From an optimization exercise on the open Yosys and OpenROAD flow, aimed at small area, a short achievable clock period and few clock cycles per item; shortcuts taken in it are not production practice.
Where RTL was checked, it was by simulation tests only, not by an equivalence proof against the original.
Power is estimated from default activity; no workload was simulated.

## violet
==> flow/design.v (excerpt) <==
module icmp4_to_icmp6_header_translate
#(
  parameter int PLATEAU_SLOTS = i46_pkg::PLATEAU_SLOTS_DEF
) (
  input  logic                  clk_i,
  input  logic                  rst_ni,
  input  logic                  cfg_we_i,
  input  logic [i46_pkg::CFG_IDX_W-1:0]  cfg_idx_i,
  input  logic [i46_pkg::CFG_DATA_W-1:0] cfg_data_i,
  input  logic                  in_valid_i,
  output logic                  in_ready_o,
  input  logic [7:0]            in_icmp4_type_i,
  input  logic [7:0]            in_icmp4_code_i,
  input  logic [31:0]           in_icmp4_rest_i,
  input  logic [15:0]           in_echo_identifier_i,
  input  logic [15:0]           in_inner_total_length_i,
  input  logic [15:0]           in_out_link_mtu_i,
  input  logic [15:0]           in_in_link_mtu_i,
  output logic                  out_valid_o,
  input  logic                  out_ready_i,
  output logic                  out_verdict_o,
  output logic                  out_is_error_message_o,
  output logic [7:0]            out_msg6_type_o,
  output logic [7:0]            out_msg6_code_o,
  output logic [31:0]           out_icmp6_rest_o
);
  localparam int NGRP = (PLATEAU_SLOTS + 3) / 4;
  localparam logic [3:0] K_DROP     = 4'd0;
  localparam logic [3:0] K_ECHO_REQ = 4'd1;   
  localparam logic [3:0] K_ECHO_REP = 4'd2;   
  localparam logic [3:0] K_NO_ROUTE = 4'd3;
  ...
Size in the first run: about 1,700 cells after synthesis, ~370 flip-flops.
clock: 5.5 ns
lec_check: 0
cap_margin: 20
core_margin: 2
core_utilization: 40
cts_buf_list: sky130_fd_sc_hd__clkbuf_8
setup_slack_margin: 2.8
slew_margin: 20
standard.sh (not shown) runs the stock make flow with config.mk's settings and CLKGATE_MAP_FILE= SYNTH_SCRIPT=/design/flow/synth_recipe.tcl, a recipe that flattens the netlist after the stock synthesis.
==> flow/flow/run.sh <==
#!/bin/bash
# The standard layout, with plain buffers on the ports instead of the
# delay buffers buffer_ports picks by default, and a clock tree with larger
# sink clusters and no dummy loads.
set -euo pipefail
export BUFFER_PORTS_ARGS="-buffer_cell sky130_fd_sc_hd__buf_1"
export CTS_ARGS="-sink_clustering_enable -repair_clock_nets -dont_use_dummy_load -buf_list sky130_fd_sc_hd__clkbuf_16 -sink_clustering_size 30 -sink_clustering_max_diameter 120"
bash standard.sh > standard.log 2>&1
Testbench counts of violet, summed over its fixed seeds: cycles 8,448, items 8,192.
Edits applied to the flow inputs when going from violet to garnet:
Settings: SETUP_SLACK_MARGIN now 2.5, was 2.8; SYNTH_MINIMUM_KEEP_SIZE now 0, previously not set; SYNTH_HIERARCHICAL now 1, previously not set.
==> flow/flow/run.sh <==
#!/bin/bash
# The standard layout, with plain buffers on the ports instead of the
# delay buffers buffer_ports picks by default.
set -euo pipefail
export BUFFER_PORTS_ARGS="-buffer_cell sky130_fd_sc_hd__buf_1"
bash standard.sh > standard.log 2>&1
--- outcome ---
- In the metrics for garnet and violet, the one carrying the lower total number of tap cells is violet.
- Of garnet and violet, the higher netlist area before placement belongs to garnet.
- On garnet: part of the total power dissipated in the clock network is 11 points higher than what violet gave.
- In garnet the count of different cell masters after synthesis turned out about 11% higher than in violet.
- Going from violet to garnet, required arrival time at the worst endpoint has remained practically unchanged; adder-cell area share of the yosys netlist saw a decrease; final worst slack shrank by 0.29 ns.

* * *

Setup of run 1:
icmp4_to_icmp6_header_translate, a different RTL version from the one above (not shown whole).
Size: about 330 flip-flops, roughly 240 I/O pins.
==> flow/config.mk <==
export PLATFORM = sky130hd
export DESIGN_NAME = icmp4_to_icmp6_header_translate
export DESIGN_NICKNAME = icmp4_to_icmp6_header_translate
export VERILOG_FILES = /design/flow/design.v
export SDC_FILE = /design/flow/constraint.sdc
export NUM_CORES = 4
export LEC_CHECK = 0
export CAP_MARGIN = 20
export CORE_MARGIN = 2
export CORE_UTILIZATION = 40
export SLEW_MARGIN = 20
==> flow/constraint.sdc <==
create_clock -name core_clock -period 5.5 [get_ports {clk_i}]
set_input_delay 1.1000 -clock core_clock [delete_from_list [all_inputs] [get_ports {clk_i}]]
set_output_delay 1.1000 -clock core_clock [all_outputs]
set_load 0.01 [all_outputs]
run.sh (not shown) runs the stock make flow with config.mk's settings and CLKGATE_MAP_FILE= SYNTH_SCRIPT=/design/flow/synth_recipe.tcl, a recipe that flattens the netlist after the stock synthesis.
Stock flow here: none of the scripts above is used.
For run 2, these inputs were changed with respect to run 1:
- CTS_BUF_LIST newly set to sky130_fd_sc_hd__clkbuf_8
==> flow/flow/run.sh (new file) <==
#!/bin/bash
# The standard layout, with plain buffers on the ports instead of the
# delay buffers buffer_ports picks by default.
set -euo pipefail
export BUFFER_PORTS_ARGS="-buffer_cell sky130_fd_sc_hd__buf_1"
bash standard.sh > standard.log 2>&1
==> flow/standard.sh (new file) <==
#!/bin/bash
# synth_recipe.tcl (not shown) runs the flow's synth.tcl, then flattens the netlist and writes it again
# the make line also repeats each setting of config.mk as NAME=value (left out here)
make -C /OpenROAD-flow-scripts/flow DESIGN_CONFIG=/design/flow/config.mk WORK_HOME=/design/flow/orfs CLKGATE_MAP_FILE= SYNTH_SCRIPT=/design/flow/synth_recipe.tcl "${@:-finish}"
removed: flow/run.sh
Findings:
Share of the final layout cell area in sequential cells sits higher in run 2 than in run 1.
The higher total vias in the final route came out of run 2.
The global routing usage on met2 reported for run 2 is smaller than that of run 1 by 0.67 points.
Of the two values seen for launch point of the critical path, in_in_link_mtu_i[2] was produced by run 1 and b2_q[2]$_DFFE_PP_ by run 2.
Summary of the comparison: half-perimeter wire length after placement is lower in run 2, relative to run 1.
[compare] base=run 1 new=run 2: final cell count rose about 1.5%; clock period minus worst slack fell 0.061 ns; footprint of the multi-input gates about even; routed wire length fell 740 µm; logic depth of the worst path, buffers included fell 2.
Run 2 vs run 1: average wire length per cell after detail routing down in run 2
For run 3, these inputs were changed with respect to run 2:
- an added ABC_CLOCK_PERIOD_IN_PS of 2500
- an added SETUP_SLACK_MARGIN of 2.5
==> comparison <==
- Run 3 against run 2: worst reg2reg path depth now smaller, standard cell area after detailed placement comparable, layout overhead on the synthesized area now larger.
- Count of non-CTS buffers in the layout (run 3 over run 2): increase, 54
No functional check of the RTL was part of any run of this note.

* * *

Another version of the RTL of icmp4_to_icmp6_header_translate (not shown whole).
Size in the first run: about 0.021 mm² of cells after synthesis.
Design icmp4_to_icmp6_header_translate, start of the top module:
module icmp4_to_icmp6_header_translate
#(
  parameter int PLATEAU_SLOTS = i46_pkg::PLATEAU_SLOTS_DEF
) (
  input  logic                  clk_i,
  input  logic                  rst_ni,
  input  logic                  cfg_we_i,
  input  logic [i46_pkg::CFG_IDX_W-1:0]  cfg_idx_i,
  input  logic [i46_pkg::CFG_DATA_W-1:0] cfg_data_i,
  input  logic                  in_valid_i,
  output logic                  in_ready_o,
  input  logic [7:0]            in_icmp4_type_i,
  input  logic [7:0]            in_icmp4_code_i,
  input  logic [31:0]           in_icmp4_rest_i,
  input  logic [15:0]           in_echo_identifier_i,
  input  logic [15:0]           in_inner_total_length_i,
  input  logic [15:0]           in_out_link_mtu_i,
  input  logic [15:0]           in_in_link_mtu_i,
  output logic                  out_valid_o,
  input  logic                  out_ready_i,
  output logic                  out_verdict_o,
  output logic                  out_is_error_message_o,
  output logic [7:0]            out_msg6_type_o,
  output logic [7:0]            out_msg6_code_o,
  output logic [31:0]           out_icmp6_rest_o
);
Settings: LEC_CHECK=0, CAP_MARGIN=20, CORE_MARGIN=2, CORE_UTILIZATION=40, CTS_BUF_LIST=sky130_fd_sc_hd__clkbuf_8, SETUP_SLACK_MARGIN=2.8, SLEW_MARGIN=20; clock period 5.5 ns.
standard.sh (not shown) runs the stock make flow with config.mk's settings and CLKGATE_MAP_FILE= SYNTH_SCRIPT=/design/flow/synth_recipe.tcl, a recipe that flattens the netlist after the stock synthesis.
==> flow/flow/run.sh <==
#!/bin/bash
# The standard layout, with plain buffers on the ports instead of the
# delay buffers buffer_ports picks by default, and a clock tree with larger
# sink clusters and no dummy loads.
set -euo pipefail
export BUFFER_PORTS_ARGS="-buffer_cell sky130_fd_sc_hd__buf_1"
export CTS_ARGS="-sink_clustering_enable -repair_clock_nets -dont_use_dummy_load -buf_list sky130_fd_sc_hd__clkbuf_16 -sink_clustering_size 20 -sink_clustering_max_diameter 80"
bash standard.sh > standard.log 2>&1
The first run completed without violations.
Change:
- SETUP_SLACK_MARGIN: 2.8 -> 2.95
Area after synthesis does not change.
Total power grows by 1.6%.
Global-route usage grows by 0.45 points.
Final cell count climbs by 1.5%.
Register-to-register slack improved by 120 ps.
First-iteration DRC count came out higher by 6.5%.
Sequential share of layout area shrinks by 1.8 points.
No functional check of the RTL was part of any run of this note.

* * *

icmp4_to_icmp6_header_translate with an RTL version that a note above also has.
Size: about 1700 cells after synthesis, roughly 370 flip-flops.
Settings: LEC_CHECK=0, CAP_MARGIN=20, CORE_MARGIN=2, CORE_UTILIZATION=40, CTS_BUF_LIST=sky130_fd_sc_hd__clkbuf_8, PLACE_DENSITY=0.7, SETUP_SLACK_MARGIN=2.8, SLEW_MARGIN=20; clock period 5.5 ns.
Scripts as last shown in full above: flow/flow/run.sh
The starting point finished with timing, DRC and antenna clean.
Testbench counts at the start, summed over its fixed seeds: cycles 8,448, items 8,192.
Change:
==> flow/flow/run.sh (replaced) <==
#!/bin/bash
# The standard layout, with plain buffers on the ports instead of the
# delay buffers buffer_ports picks by default.
set -euo pipefail
export BUFFER_PORTS_ARGS="-buffer_cell sky130_fd_sc_hd__buf_1"
bash standard.sh > standard.log 2>&1
Settings changed: CORE_UTILIZATION 40 to 60, PLACE_DENSITY 0.7 to unset.
The new run completed with no timing, DRC or antenna violations.
Hold slack gets worse by 0.055 ns.
Flip-flop and latch count is unchanged.
Register-to-register slack gets better by 0.09 ns.
Non-clock buffer count went down by 37.
Die area went down by 33%.
Synthesized area is unchanged.
Final cell count went down by 6.9%.
Global-route usage went up by 9.3 points.
Change:
==> flow/flow/run.sh (replaced) <==
#!/bin/bash
# The standard layout, with plain buffers on the ports instead of the
# delay buffers buffer_ports picks by default, and a clock tree with larger
# sink clusters and no dummy loads.
set -euo pipefail
export BUFFER_PORTS_ARGS="-buffer_cell sky130_fd_sc_hd__buf_1"
export CTS_ARGS="-sink_clustering_enable -repair_clock_nets -dont_use_dummy_load -buf_list sky130_fd_sc_hd__clkbuf_16 -sink_clustering_size 20 -sink_clustering_max_diameter 80"
bash standard.sh > standard.log 2>&1
Settings changed: CORE_UTILIZATION 60 to 40.
What happened:
- clock power shrinks by 34%
- final cell count came out higher by 6.4%
- worst setup slack degrades by 0.0081 ns
- flip-flop and latch count stays the same
- core utilization fell by 24 points
- count of clock-buffer cells in the layout goes down by 43
Change:
==> flow/flow/run.sh (replaced) <==
#!/bin/bash
# The standard layout, with plain buffers on the ports instead of the
# delay buffers buffer_ports picks by default.
set -euo pipefail
export BUFFER_PORTS_ARGS="-buffer_cell sky130_fd_sc_hd__buf_1"
bash standard.sh > standard.log 2>&1
Settings changed: TNS_END_PERCENT set to 0.
Outcome:
- The changed run finished clean
- wire length fell by 0.42%
- hold slack is worse by 0.0058 ns
- global-route usage grows by 0.28 points
- clock power goes up by 44%
- non-clock buffer count went down by 25
- worst setup slack loses 0.081 ns
Change:
==> flow/flow/run.sh (replaced) <==
#!/bin/bash
# The standard layout, with plain buffers on the ports instead of the
# delay buffers buffer_ports picks by default, and a clock tree with larger
# sink clusters and no dummy loads.
set -euo pipefail
export BUFFER_PORTS_ARGS="-buffer_cell sky130_fd_sc_hd__buf_1"
export CTS_ARGS="-sink_clustering_enable -repair_clock_nets -dont_use_dummy_load -buf_list sky130_fd_sc_hd__clkbuf_16 -sink_clustering_size 20 -sink_clustering_max_diameter 80"
bash standard.sh > standard.log 2>&1
Settings changed: CAP_MARGIN 20 to 5, SLEW_MARGIN 20 to 5, TNS_END_PERCENT 0 to unset.
What happened: Utilization is lower by 0.56 points; via count increases slightly; design area decreases slightly.
Change:
==> flow/flow/run.sh (replaced) <==
#!/bin/bash
# The standard layout, with plain buffers on the ports instead of the
# delay buffers buffer_ports picks by default.
set -euo pipefail
export BUFFER_PORTS_ARGS="-buffer_cell sky130_fd_sc_hd__buf_1"
bash standard.sh > standard.log 2>&1
Settings changed: CAP_MARGIN 5 to 20, SLEW_MARGIN 5 to 20.
After rerunning: The new run completed without violations. Hold slack barely changes. Register-to-register slack gets worse by 0.03 ns. Synthesized area does not change. Power grows by roughly a tenth. Synthesized cell count is unchanged. Routed wire length grows slightly. Clock power grows by well over a third. Non-clock buffer count shrinks by 27. Via count grows slightly. Setup slack gets worse by 0.033 ns.

* * *

icmp4_to_icmp6_header_translate again, from the RTL that the note above started with.
Settings: LEC_CHECK=0, CAP_MARGIN=20, CORE_MARGIN=2, CORE_UTILIZATION=40, CTS_BUF_LIST=sky130_fd_sc_hd__clkbuf_8, SETUP_SLACK_MARGIN=2.8, SLEW_MARGIN=20; clock period 5.5 ns.
==> flow/flow/run.sh <==
#!/bin/bash
# The standard layout, with plain buffers on the ports instead of the
# delay buffers buffer_ports picks by default, and a clock tree with larger
# sink clusters and no dummy loads; timing repair does not clone gates.
set -euo pipefail
export BUFFER_PORTS_ARGS="-buffer_cell sky130_fd_sc_hd__buf_1"
export CTS_ARGS="-sink_clustering_enable -repair_clock_nets -dont_use_dummy_load -buf_list sky130_fd_sc_hd__clkbuf_16 -sink_clustering_size 20 -sink_clustering_max_diameter 80"
export SKIP_GATE_CLONING=1
bash standard.sh > standard.log 2>&1
The first run passed the timing, design-rule and antenna checks.
Testbench counts at the start, summed over its fixed seeds: cycles 8,448, items 8,192.
Change:
==> flow/flow/run.sh (replaced) <==
#!/bin/bash
# The standard layout, with plain buffers on the ports instead of the
# delay buffers buffer_ports picks by default.
set -euo pipefail
export BUFFER_PORTS_ARGS="-buffer_cell sky130_fd_sc_hd__buf_1"
bash standard.sh > standard.log 2>&1
- SETUP_SLACK_MARGIN: 2.8 -> 2.5
What happened: The changed run produced a clean layout; wire length came out lower by 0.92%; power came out higher by 10%; via count came out lower by 1.0%; design area is about the same; global-route usage came out higher by 0.16 points; clock-buffer cell count came out higher by 40; fmax came out lower by 6.9%.
Change:
==> flow/flow/run.sh (replaced) <==
#!/bin/bash
# The standard layout, with plain buffers on the ports instead of the
# delay buffers buffer_ports picks by default, and a clock tree with larger
# sink clusters and no dummy loads.
set -euo pipefail
export BUFFER_PORTS_ARGS="-buffer_cell sky130_fd_sc_hd__buf_1"
export CTS_ARGS="-sink_clustering_enable -repair_clock_nets -dont_use_dummy_load -buf_list sky130_fd_sc_hd__clkbuf_16 -sink_clustering_size 24 -sink_clustering_max_diameter 100"
bash standard.sh > standard.log 2>&1
- SETUP_SLACK_MARGIN: 2.5 -> 2.8
=>
- The changed run finished clean
- register-to-register slack gains 0.23 ns
- first-iteration DRC count grows by 14%
- hold slack barely changes
- routed wire length rose by 0.66%
- non-clock buffer count climbs by 52
- count of clock-buffer cells in the layout falls by 46

* * *

## run a
icmp4_to_icmp6_header_translate, a different RTL version from the one above (not shown whole).
For scale: ~350 flip-flops, roughly 240 I/O pins, roughly 19000 um2 of cells after synthesis.
export LEC_CHECK = 0
export ABC_CLOCK_PERIOD_IN_PS = 2000
export CAP_MARGIN = 20
export CORE_MARGIN = 2
export CORE_UTILIZATION = 40
export CTS_BUF_LIST = sky130_fd_sc_hd__clkbuf_8
export SETUP_SLACK_MARGIN = 3.0
export SLEW_MARGIN = 20
create_clock -name core_clock -period 5.5 [get_ports {clk_i}]
==> flow/flow/run.sh <==
#!/bin/bash
# The standard layout, with plain buffers on the ports instead of the
# delay buffers buffer_ports picks by default.
set -euo pipefail
export BUFFER_PORTS_ARGS="-buffer_cell sky130_fd_sc_hd__buf_1"
bash standard.sh > standard.log 2>&1
The inputs of run b differ from those of run a as listed below.
Settings: SETUP_SLACK_MARGIN now 2.5, was 3.0; ABC_CLOCK_PERIOD_IN_PS now 2500, was 2000.
==> comparison <==
- Per the comparison of run b with run a, clock share of power down 2.3 points, sequential power share up 3.1 points, utilization down 3.6 points, wire length down 2.0 mm.
- Worst hold slack in run b vs run a: down 18 ps
- [run b vs run a] total of clock buffers placed in the layout: higher in run b
Function was not checked in any run of this note: the RTL went through the layout flow alone.

==> re-timing with driven ports <==
The results above use ideal ports. As a check the final layouts listed here were re-extracted and re-timed, cells and wires unchanged.
Step 1, drivers: a clkbuf_16 drives clk_i and a buf_2 each remaining input, both assumed.
Step 2 moves the port delays by t, midway between the first and last clock arrival at a register: inputs arrive t later, outputs are due t later. That takes back most of the time a late clock gives input paths.
a / b / c = no drivers / after step 1 / after step 2; a / b = the first two.
run	t, ns	setup WS [ns]	pins driven straight from the clock port
violet	0.583	2.779 / 2.796 / 2.227	1
garnet	0.686	2.490 / 2.490 / 1.937	1
run 1	0.601	1.428 / 1.457 / 0.857	1
run 2	0.709	1.490 / 1.490 / 0.847	1
run 3	0.681	2.272 / 2.272 / 1.695	1
the first run of note 3	0.607	2.628 / 2.628 / 2.257	1
the second run of note 3	0.597	2.752 / 2.752 / 2.350	1
the first run of note 4	0.609	2.757 / 2.770 / 2.176	1
the second run of note 4	0.695	2.810 / 2.811 / 2.146	1
the third run of note 4	0.599	2.802 / 2.792 / 2.253	1
the fourth run of note 4	0.673	2.721 / 2.732 / 2.059	1
the fifth run of note 4	0.599	2.803 / 2.792 / 2.270	1
the sixth run of note 4	0.694	2.770 / 2.770 / 2.149	1
the first run of note 5	0.601	2.788 / 2.788 / 2.239	1
the second run of note 5	0.704	2.586 / 2.586 / 1.951	1
the third run of note 5	0.589	2.817 / 2.807 / 2.270	1
run a	0.707	2.134 / 2.144 / 1.437	1
run b	0.701	2.073 / 2.077 / 1.376	1
After both steps every run listed still meets setup and hold.
